From an optimization exercise on the open Yosys and OpenROAD flow, aimed at small area, a short achievable clock period and few clock cycles; shortcuts taken in it are not production practice.
In this exercise RTL edits were held to simulation tests only and were not proved equivalent to the original.

**flow/config.mk**
```make
export PLATFORM = sky130hd
export DESIGN_NAME = screlu_output_dot_product_core
export DESIGN_NICKNAME = screlu_output_dot_product_core
export VERILOG_FILES = /design/flow/design.v
export SDC_FILE = /design/flow/constraint.sdc
export NUM_CORES = 4
export LEC_CHECK = 0
export CAP_MARGIN = 20
export CORE_MARGIN = 2
export CORE_UTILIZATION = 40
export SETUP_SLACK_MARGIN = 3.0
export SLEW_MARGIN = 20
```
**flow/run.sh**
```bash
#!/bin/bash
# synth_recipe.tcl (not shown) runs the flow's synth.tcl, then flattens the netlist and writes it again
# the make line also repeats each setting of config.mk as NAME=value (left out here)
make -C /OpenROAD-flow-scripts/flow DESIGN_CONFIG=/design/flow/config.mk WORK_HOME=/design/flow/orfs CLKGATE_MAP_FILE= SYNTH_SCRIPT=/design/flow/synth_recipe.tcl finish
```
**flow/design.v**
```verilog
package scrod_pkg;
    localparam int QA_LIMIT_DEF    = 255;
    localparam int QB_SCALE_DEF    = 64;
    localparam int OUT_SCALE_DEF   = 400;
    localparam int NUM_BUCKETS_DEF = 8;
    localparam int ACT_W     = 16;
    localparam int WGT_W     = 8;
    localparam int BKT_W     = 3;
    localparam int SUM_W     = 32;
    localparam int EVAL_W    = 32;
    localparam int CFG_IDX_W = 3;
    localparam int CFG_DAT_W = 32;
endpackage
module scrod_div255 #(
    parameter int NB = 4
) (
    input  logic [8*NB-1:0]   x,
    output logic [8*NB-8:0]   q,    
    output logic [10:0]       p0    
);
    logic [10:0] p [NB];
    logic [2:0]  f [NB];
    assign p[NB-1] = {3'd0, x[8*NB-1 -: 8]};
    for (genvar i = NB - 2; i >= 0; i--)
    begin : g_pre
        if (NB - i <= 2)
        begin : g_two
            assign p[i] = {3'd0, x[8*NB-1 -: 8]} + {3'd0, x[8*i +: 8]};
        end
        else
        begin : g_many
            logic [10:0] cs_s [NB-i];
            logic [10:0] cs_c [NB-i];
            assign cs_s[0] = {3'd0, x[8*i +: 8]};
            assign cs_c[0] = {3'd0, x[8*(i+1) +: 8]};
            for (genvar k = 1; k < NB - i - 1; k++)
            begin : g_csa
                logic [10:0] a;
                assign a = {3'd0, x[8*(i+k+1) +: 8]};
                assign cs_s[k] = cs_s[k-1] ^ cs_c[k-1] ^ a;
                assign cs_c[k] = {(cs_s[k-1][9:0] & cs_c[k-1][9:0]) |
                                  (cs_s[k-1][9:0] & a[9:0]) |
                                  (cs_c[k-1][9:0] & a[9:0]), 1'b0};
            end
            assign p[i] = cs_s[NB-i-2] + cs_c[NB-i-2];
        end
    end
    for (genvar i = 0; i < NB; i++)
    begin : g_f
        logic [2:0] h;
        logic [7:0] l;
        logic       up;
        assign h    = p[i][10:8];
        assign l    = p[i][7:0];
        assign up   = (&l[7:3]) && (l[2:0] >= 3'd7 - h);
        assign f[i] = h + {2'd0, up};
    end
    for (genvar i = 0; i < NB - 1; i++)
    begin : g_q
        assign q[8*i +: 8] = p[i+1][7:0] + {5'd0, f[i]};
    end
    assign q[8*NB-8] = f[NB-1][0];
    assign p0 = p[0];
endmodule
module scrod_csa #(
    parameter int W = 8
) (
    input  logic [W-1:0] a,
    input  logic [W-1:0] b,
    input  logic [W-1:0] c,
    output logic [W-1:0] s,
    output logic [W-1:0] cy     
);
    logic [W-1:0] m;
    assign s  = a ^ b ^ c;
    assign m  = (a & b) | (a & c) | (b & c);
    assign cy = {m[W-2:0], 1'b0};
endmodule
module scrod_square (
    input  logic [7:0]  c,
    output logic [15:0] sq
);
    logic [15:0] row [8];
    always_comb
    begin
        for (int i = 0; i < 8; i++)
        begin
            row[i] = '0;
            row[i][2*i] = c[i];
            for (int j = i + 1; j < 8; j++)
                row[i][i+j+1] = c[i] & c[j];
        end
    end
    logic [15:0] s1, c1, s2, c2, s3, c3, s4, c4, s5, c5, s6, c6;
    scrod_csa #(.W(16)) u1 (.a(row[0]), .b(row[1]), .c(row[2]), .s(s1), .cy(c1));
    scrod_csa #(.W(16)) u2 (.a(row[3]), .b(row[4]), .c(row[5]), .s(s2), .cy(c2));
    scrod_csa #(.W(16)) u3 (.a(s1),     .b(c1),     .c(s2),     .s(s3), .cy(c3));
    scrod_csa #(.W(16)) u4 (.a(c2),     .b(row[6]), .c(row[7]), .s(s4), .cy(c4));
    scrod_csa #(.W(16)) u5 (.a(s3),     .b(c3),     .c(s4),     .s(s5), .cy(c5));
    scrod_csa #(.W(16)) u6 (.a(s5),     .b(c5),     .c(c4),     .s(s6), .cy(c6));
    assign sq = s6 + c6;
endmodule
module scrod_bmul (
    input  logic [15:0] sq,
    input  logic [7:0]  w,
    output logic [23:0] p
);
    localparam logic [23:0] KSIGN = 24'h560000;    
    logic [23:0] row [4];
    logic [23:0] fix;
    always_comb
    begin
        fix = KSIGN;
        for (int j = 0; j < 4; j++)
        begin
            logic        b_hi, b_mid, b_lo;
            logic        one, two, neg;
            logic [16:0] mag;
            logic [16:0] sel;
            b_hi  = w[2*j+1];
            b_mid = w[2*j];
            b_lo  = (j == 0) ? 1'b0 : w[2*j-1];
            one   = b_mid ^ b_lo;
            two   = (b_hi & ~b_mid & ~b_lo) | (~b_hi & b_mid & b_lo);
            neg   = b_hi & ~(b_mid & b_lo);
            mag   = ({17{one}} & {1'b0, sq}) | ({17{two}} & {sq, 1'b0});
            sel   = mag ^ {17{neg}};
            row[j] = 24'({~neg, sel} << (2 * j));
            fix[2*j] = neg;
        end
    end
    logic [23:0] s1, c1, s2, c2, s3, c3;
    scrod_csa #(.W(24)) u1 (.a(row[0]), .b(row[1]), .c(row[2]), .s(s1), .cy(c1));
    scrod_csa #(.W(24)) u2 (.a(s1),     .b(c1),     .c(row[3]), .s(s2), .cy(c2));
    scrod_csa #(.W(24)) u3 (.a(s2),     .b(c2),     .c(fix),    .s(s3), .cy(c3));
    assign p = s3 + c3;
endmodule
module screlu_output_dot_product_core #(
    parameter int QA_LIMIT    = scrod_pkg::QA_LIMIT_DEF,
    parameter int QB_SCALE    = scrod_pkg::QB_SCALE_DEF,
    parameter int OUT_SCALE   = scrod_pkg::OUT_SCALE_DEF,
    parameter int NUM_BUCKETS = scrod_pkg::NUM_BUCKETS_DEF
) (
    input  logic                                clk,
    input  logic                                rst_n,
    input  logic                                push,
    output logic                                full,
    input  logic signed [scrod_pkg::ACT_W-1:0]  activation,
    input  logic signed [scrod_pkg::WGT_W-1:0]  weight,
    input  logic [scrod_pkg::BKT_W-1:0]         bucket,
    input  logic                                last,
    output logic                                empty,
    input  logic                                pop,
    output logic signed [scrod_pkg::EVAL_W-1:0] eval,
    input  logic                                cfg_we,
    input  logic [scrod_pkg::CFG_IDX_W-1:0]     cfg_index,
    input  logic [scrod_pkg::CFG_DAT_W-1:0]     cfg_data
);
    localparam int NMAX = 5;
    logic       full_reg;
    logic [2:0] n_reg;           
    logic       accept;
    logic       popd;
    logic [2:0] n_next;
    assign accept = push && !full_reg;
    assign full   = full_reg;
    logic       v0_reg;
    logic [7:0] c0_reg;
    logic [7:0] w0_reg;
    logic [2:0] b0_reg;
    logic       l0_reg;
    logic [7:0] clamped;
    assign clamped = activation[15]      ? 8'd0 :
                     (|activation[14:8]) ? 8'hFF : activation[7:0];
    always_ff @(posedge clk)
    begin
        c0_reg <= clamped;
        w0_reg <= weight;
        b0_reg <= bucket;
        l0_reg <= last;
    end
    logic        v1_reg;
    logic [15:0] sq1_reg;
    logic [7:0]  w1_reg;
    logic [2:0]  b1_reg;
    logic        l1_reg;
    logic [15:0] sq_calc;
    scrod_square u_square (
        .c  (c0_reg),
        .sq (sq_calc)
    );
    always_ff @(posedge clk)
    begin
        sq1_reg <= sq_calc;
        w1_reg  <= w0_reg;
        b1_reg  <= b0_reg;
        l1_reg  <= l0_reg;
    end
    logic        v2_reg;
    logic [23:0] p2_reg;
    logic [2:0]  b2_reg;
    logic        l2_reg;
    logic [23:0] p_calc;
    scrod_bmul u_bmul (
        .sq (sq1_reg),
        .w  (w1_reg),
        .p  (p_calc)
    );
    always_ff @(posedge clk)
    begin
        p2_reg <= v1_reg ? p_calc : 24'd0;
        b2_reg <= b1_reg;
        l2_reg <= l1_reg;
    end
    logic [31:0] acc_reg;        
    logic        clo_reg;        
    logic        j3_reg;         
    logic [2:0]  b3_reg;
    logic [31:0] acc_base;
    assign acc_base = clo_reg ? 32'd0 : acc_reg;
    always_ff @(posedge clk)
    begin
        acc_reg <= acc_base + {{8{p2_reg[23]}}, p2_reg};
        b3_reg  <= b2_reg;
    end
    logic [31:0] bias_reg [8];
    logic [7:0]  bval_reg;       
    always_ff @(posedge clk)
    begin
        if (cfg_we)
            bias_reg[cfg_index] <= cfg_data;
    end
    logic        bv1_reg, bv2_reg, bv3_reg;
    logic        adv1, adv2, adv3;
    logic [23:0] qx1_reg;
    logic        sg1_reg;
    logic        ci1_reg;
    logic [2:0]  bk1_reg;
    logic        sa;
    logic [31:0] xa;
    logic [24:0] qa;
    logic [10:0] pa;
    logic        adj;
    assign sa = acc_reg[31];
    assign xa = {1'b0, acc_reg[30:0] ^ {31{sa}}};
    scrod_div255 #(.NB(4)) u_div_a (
        .x  (xa),
        .q  (qa),
        .p0 (pa)
    );
    assign adj = (pa == 11'd254) || (pa == 11'd509) || (pa == 11'd764) || (pa == 11'd1019);
    always_ff @(posedge clk)
    begin
        if (adv1)
        begin
            qx1_reg <= qa[23:0] ^ {24{sa}};
            sg1_reg <= sa;
            ci1_reg <= sa && !adj;
            bk1_reg <= b3_reg;
        end
    end
    logic [32:0] t2_reg;
    logic [31:0] bsel;
    assign bsel = bval_reg[bk1_reg] ? bias_reg[bk1_reg] : 32'd0;
    always_ff @(posedge clk)
    begin
        if (adv2)
            t2_reg <= {bsel[31], bsel} + {{9{sg1_reg}}, qx1_reg} + {32'd0, ci1_reg};
    end
    logic [39:0] y3_reg;
    logic [39:0] wu;
    logic [39:0] k3;
    logic [39:0] ys1, yc1, ys2, yc2;
    localparam logic [39:0] YPOS = 40'h0 - 40'd26843545600;                  
    localparam logic [39:0] YNEG = 40'h0 - 40'd26843545600 + 40'hFF00000000;
    assign wu = {9'd0, ~t2_reg[32], t2_reg[31:2]};
    always_comb
    begin
        case ({t2_reg[32], t2_reg[1:0]})
            3'b000:  k3 = YPOS + 40'd0;
            3'b001:  k3 = YPOS + 40'd6;
            3'b010:  k3 = YPOS + 40'd12;
            3'b011:  k3 = YPOS + 40'd18;
            3'b100:  k3 = YNEG + 40'd254;
            3'b101:  k3 = YNEG + 40'd261;
            3'b110:  k3 = YNEG + 40'd267;
            default: k3 = YNEG + 40'd273;
        endcase
    end
    scrod_csa #(.W(40)) u_y1 (.a(wu << 4), .b(wu << 3), .c(wu),  .s(ys1), .cy(yc1));
    scrod_csa #(.W(40)) u_y2 (.a(ys1),     .b(yc1),     .c(k3),  .s(ys2), .cy(yc2));
    always_ff @(posedge clk)
    begin
        if (adv3)
            y3_reg <= ys2 + yc2;
    end
    logic [32:0] qe;
    logic [10:0] pe_unused;
    logic [26:0] e_calc;
    scrod_div255 #(.NB(5)) u_div_b (
        .x  (y3_reg),
        .q  (qe),
        .p0 (pe_unused)
    );
    assign e_calc = qe[26:0];
    logic        o0v_reg;
    logic        o1v_reg;
    logic [26:0] o0_reg;
    logic [26:0] o1_reg;
    logic        land;
    assign popd = pop && o0v_reg;
    assign land = bv3_reg && !o1v_reg;
    assign adv3 = !bv3_reg || !o1v_reg;
    assign adv2 = !bv2_reg || adv3;
    assign adv1 = !bv1_reg || adv2;
    always_ff @(posedge clk)
    begin
        if (o1v_reg)
        begin
            if (popd)
                o0_reg <= o1_reg;
        end
        else if (o0v_reg && !popd)
        begin
            if (land)
                o1_reg <= e_calc;
        end
        else
        begin
            if (land)
                o0_reg <= e_calc;
        end
    end
    assign n_next = n_reg + {2'd0, accept && last} - {2'd0, popd};
    always_ff @(posedge clk or negedge rst_n)
    begin
        if (!rst_n)
        begin
            full_reg <= 1'b0;
            n_reg    <= 3'd0;
            v0_reg   <= 1'b0;
            v1_reg   <= 1'b0;
            v2_reg   <= 1'b0;
            clo_reg  <= 1'b1;
            j3_reg   <= 1'b0;
            bval_reg <= 8'd0;
            bv1_reg  <= 1'b0;
            bv2_reg  <= 1'b0;
            bv3_reg  <= 1'b0;
            o0v_reg  <= 1'b0;
            o1v_reg  <= 1'b0;
        end
        else
        begin
            full_reg <= (n_next >= 3'(NMAX));
            n_reg    <= n_next;
            v0_reg   <= accept;
            v1_reg   <= v0_reg;
            v2_reg   <= v1_reg;
            if (v2_reg)
                clo_reg <= l2_reg;
            j3_reg   <= v2_reg && l2_reg;
            if (cfg_we)
                bval_reg[cfg_index] <= 1'b1;
            if (adv1)
                bv1_reg <= j3_reg;
            if (adv2)
                bv2_reg <= bv1_reg;
            if (adv3)
                bv3_reg <= bv2_reg;
            if (o1v_reg)
            begin
                if (popd)
                    o1v_reg <= 1'b0;
            end
            else if (o0v_reg && !popd)
            begin
                if (land)
                    o1v_reg <= 1'b1;
            end
            else
                o0v_reg <= land;
        end
    end
    assign empty = !o0v_reg;
    assign eval  = {{5{o0_reg[26]}}, o0_reg};
endmodule
```
**flow/constraint.sdc**
```tcl
create_clock -name core_clock -period 8.5 [get_ports {clk}]
set_input_delay 1.7000 -clock core_clock [delete_from_list [all_inputs] [get_ports {clk}]]
set_output_delay 1.7000 -clock core_clock [all_outputs]
set_load 0.01 [all_outputs]
```
==> flow_summary_export.csv <==
group,metric,value,unit
run_status,status,"timing/DRC/antenna clean",
floorplanning,die_h,298,um
synth,synthCells,2870,
detailed_routing,drtIter0Drc,1235,
synth,yosysTopAreaCell,"edfxtp_1",
clocking,ctsLongestPathBuffers,3,
clocking,cts-root-buf,"clkbuf_16",
synth,yosysSeqAreaShare,43.8,%
hold_path,hold_path_depth,0,
floorplanning,io_pins,102,
finish,seq_area,0.0152,mm2
detailed_routing,firstDrtPassIters,6,
finish,layout_commonest_cell,"edfxtp_1",
synth,synth_nets,3417,
run,maxCapViolations,0,
worst_setup_path,cp_data_required_time,8.89,ns
worst_setup_path,crit_path_end_kind,"register",
synth,synth.avg_cell_area,12.1,um2
finish,insertedDiodeCount,0,
placement,portBuffers,101,
global_route,grt_max_degree,49,
worst_setup_path,startpoint_type,"register",
detailed_routing,wire_per_inst,17.6,um
clocking,clock-sinks,547,
synth,synth_top_area_share,35.7,%
finish,layout-drive-gt1-share,15.1,%
finish,nNetsFinal,3585,
timing,setup_tns,0,ns
finish,largest_register_ffs,256,
clocking,numCtsBuffers,61,
global_route,grt_overflow,0,
clocking,cts_tree,"done",
synth,synth-seq-cells,547,
timing,max-slew-margin-rel,27.1,%
placement,gp_congestion,0.848,
detailed_routing,drc,0,
synth,synthSimpleGateAreaFrac,7.74,%
hold_path,hp-class,"reg2reg",
worst_setup_path,cp_max_fo,3,
timing,slew_viol_final,0,
synth,synth_fa_ha_area_share,20.7,%
worst_setup_path,crit_path_frequent_cell,"a21o_1",
synth,synth_compound_area_share,10.2,%
global_route,grtUsageTotal,16.7,%
floorplanning,dieArea,0.0891,mm2
synth,synth_top_family_by_area,"adder cells",
finish,most-common-layout-cells,"edfxtp_1 (412), ha_1 (299), inv_1 (236)",
timing,rsz0062_at_grt,"true",
synth,synthMuxAreaShare,6.27,%
worst_setup_path,worst-setup-path-type,"reg2reg",
detailed_routing,ant_nets,0,
clocking,clk_pin_slew_worst_paths,0.06,ns
clocking,cts.hold.buffers_added,0,
synth,synth-edff-count,412,
finish,fillers,7513,
finish,multi_input_area,0.0190,mm2
synth,ys_types,83,
worst_setup_path,reg2reg_from,"y3_reg[2]",
worst_setup_path,cp_cell_sequence,"fa_1, fa_1, fa_1, ha_1, a21o_1, a21o_1, a21o_1, a21o_1, a21o_1, a21oi_2, xor2_1, ha_1, nand2b_4, a21o_1, a21oi_2, nor4_2, ha_2, ha_4, xor2_1, ha_1, nor2b_4, o211ai_1, xnor2_1, mux2_4",
clocking,clk_latency,0.64,ns
synth,synth_xor_area_share,7.48,%
synth,syn_area,0.0347,mm2
floorplanning,start_util,40.5,%
hold_path,whs_endpoint,"l1_reg",
synth,synth_area_leaders,"edfxtp_1 (36%), ha_1 (12%), fa_1 (9.2%), dfxtp_1 (6.5%), xnor2_1 (5.1%)",
worst_setup_path,cp.arrival,6.41,ns
floorplanning,die_width,298,um
clocking,h-tree-depth,2,
timing,layout_min_cycle_time,6.02,ns
floorplanning,rows,107,
detailed_routing,num_vias,21900,
global_route,grt_pass1_vias,23300,
timing,fmax,166,MHz
finish,areaGrowthSynthToFinish,16.9,%
synth,synthArstFlopShare,4.02,%
detailed_routing,wirelength,74.5,mm
timing,worstMarginPinSlew,1.08,ns
global_route,antenna_found_initial,0,
worst_setup_path,cpMaxStageDelayCell,"fa_1",
global_route,grt_pass1_wl,121,mm
timing,hold_viol_final,0,
timing,fin_crit_sh,70.8,%
worst_setup_path,max_stage_delay,0.57,ns
worst_setup_path,r2r_cells,24,
worst_setup_path,ff2ff_setup_slack,2.48,ns
synth,synthFlopType,"edfxtp_1",
synth,synth_warnings,23,
worst_setup_path,rr_endpoint,"o0_reg[6]",
detailed_routing,avgViaCountPerCell,5.17,
placement,hpwl,55.3,mm
hold_path,hold_path_startpoint,"l0_reg",
floorplanning,core,0.0855,mm2
timing,clock_skew,0.0315,ns
timing,finalSetupViolCount,0,
-- cell families after synthesis --
| kind of cell | count (synthesis) |
|---|---|
| flip-flops | 547 |
| AO/OA/AOI/OAI | 536 |
| AND/OR/NAND/NOR | 534 |
| adder cells (fa/ha/maj) | 479 |
| buffers and inverters | 347 |
| XOR/XNOR | 296 |
| multiplexers | 131 |
-- final cells by class --
| type | count | share of cell area [%] |
|---|---|---|
| Clock buffer | 75 | 4.03 |
| Clock inverter | 35 | 0.988 |
| Inverter | 250 | 2.33 |
| Multi-Input combinational cell | 1976 | 47.0 |
| Sequential cell | 547 | 37.5 |
| Tap cell | 1144 | 3.53 |
| Timing Repair Buffer | 202 | 4.65 |
-- synth_stat cells (all sizes together), types with 24 or more instances --
cell / n
edfxtp: 412
ha: 320
inv: 250
xnor2: 200
a21oi: 171
fa: 159
nor2: 127
nand2: 126
dfxtp: 113
xor2: 96
a21o: 86
o21ai: 82
clkbuf: 72
mux4: 66
nor2b: 66
and2: 62
a22oi: 41
o21bai: 38
mux2i: 36
nand3: 36
nand2b: 34
mux2: 29
buf: 25
nor3: 24
-- critical path: cells and delay by family (launching register included) --
family,cells,cell delay [ns]
AO/OA/AOI/OAI,9,1.37
adder cells (fa/ha/maj),8,2.83
multiplexers,1,0.27
XOR/XNOR,3,0.53
AND/OR/NAND/NOR,3,0.38
flip-flops,1,0.40
-- metal layers --
metal	vias to the layer above	GRT usage (%)	part of all wire [%]
met2	344	30.8	52
met5	-	0	0
met4	0	4.15	2.2
met3	107	2.05	3.2
met1	10800	20.5	43
li1	10600	-	-
-- worst max-delay path by stage --
stage,from,end,slack [ns]
floorplan,y3_reg[10],o0_reg[6],2.76
global placement,acc_reg[31],qx1_reg[13],2.16
detailed placement,acc_reg[31],qx1_reg[13],2.05
CTS,y3_reg[2],o0_reg[6],2.44
global route,y3_reg[17],o0_reg[6],2.11
finish,y3_reg[2],o0_reg[6],2.48
-- repair_timing --
| item | CTS | global route |
|---|---|---|
| gates cloned | 0 | 2 |
| pin swaps | 27 | 96 |
| gates resized for setup | 41 | 108 |
| setup endpoints to repair | 45 | 56 |
| buffers inserted | 33 | 41 |
-- per-stage QoR --
stage / instances / setup slack (ns) / cell area [um2] / utilization [%] / hold slack (ns)
global route: 4229 / 2.11 / 40500 / 47.4 / 0.328
CTS: 4186 / 2.44 / 39600 / 46.3 / 0.325
finish: 4229 / 2.48 / 40500 / 47.4 / 0.323
floorplan: 2870 / 2.76 / 34900 / - / 0.310
detailed placement: 4043 / 2.05 / 37100 / 43.4 / 0.312
global placement: 4043 / 2.16 / 37100 / 43.4 / 0.315
Testbench counts, summed over its fixed seeds: cycles 37,103.

-- port drivers added, routing unchanged --
Ports are ideal in the flow. The routed layout listed here was re-timed in OpenROAD. Step 1 sets driving cells, clkbuf_16 on the clock port and buf_2 on the other inputs (assumed; they add their load-dependent delay and slew). Step 2, shift: input delay + t, output delay - t, t = (earliest + latest rising clock arrival at the registers) / 2. This alone moves slack from input paths to output paths. Slacks: ideal ports / drivers / drivers and shift; pairs: ideal ports / drivers.
shift t [ns]: 0.701
setup slack, ns: 2.485 / 2.485 / 2.485
hold slack, ns: 0.323 / 0.323 / 0.323
slew at the worst register clock pin (ns): 0.06 / 0.06
After both steps this run still meets setup and hold. For this run, drivers alone change the setup slack by 0.000 ns; drivers and shift together by 0.000 ns.
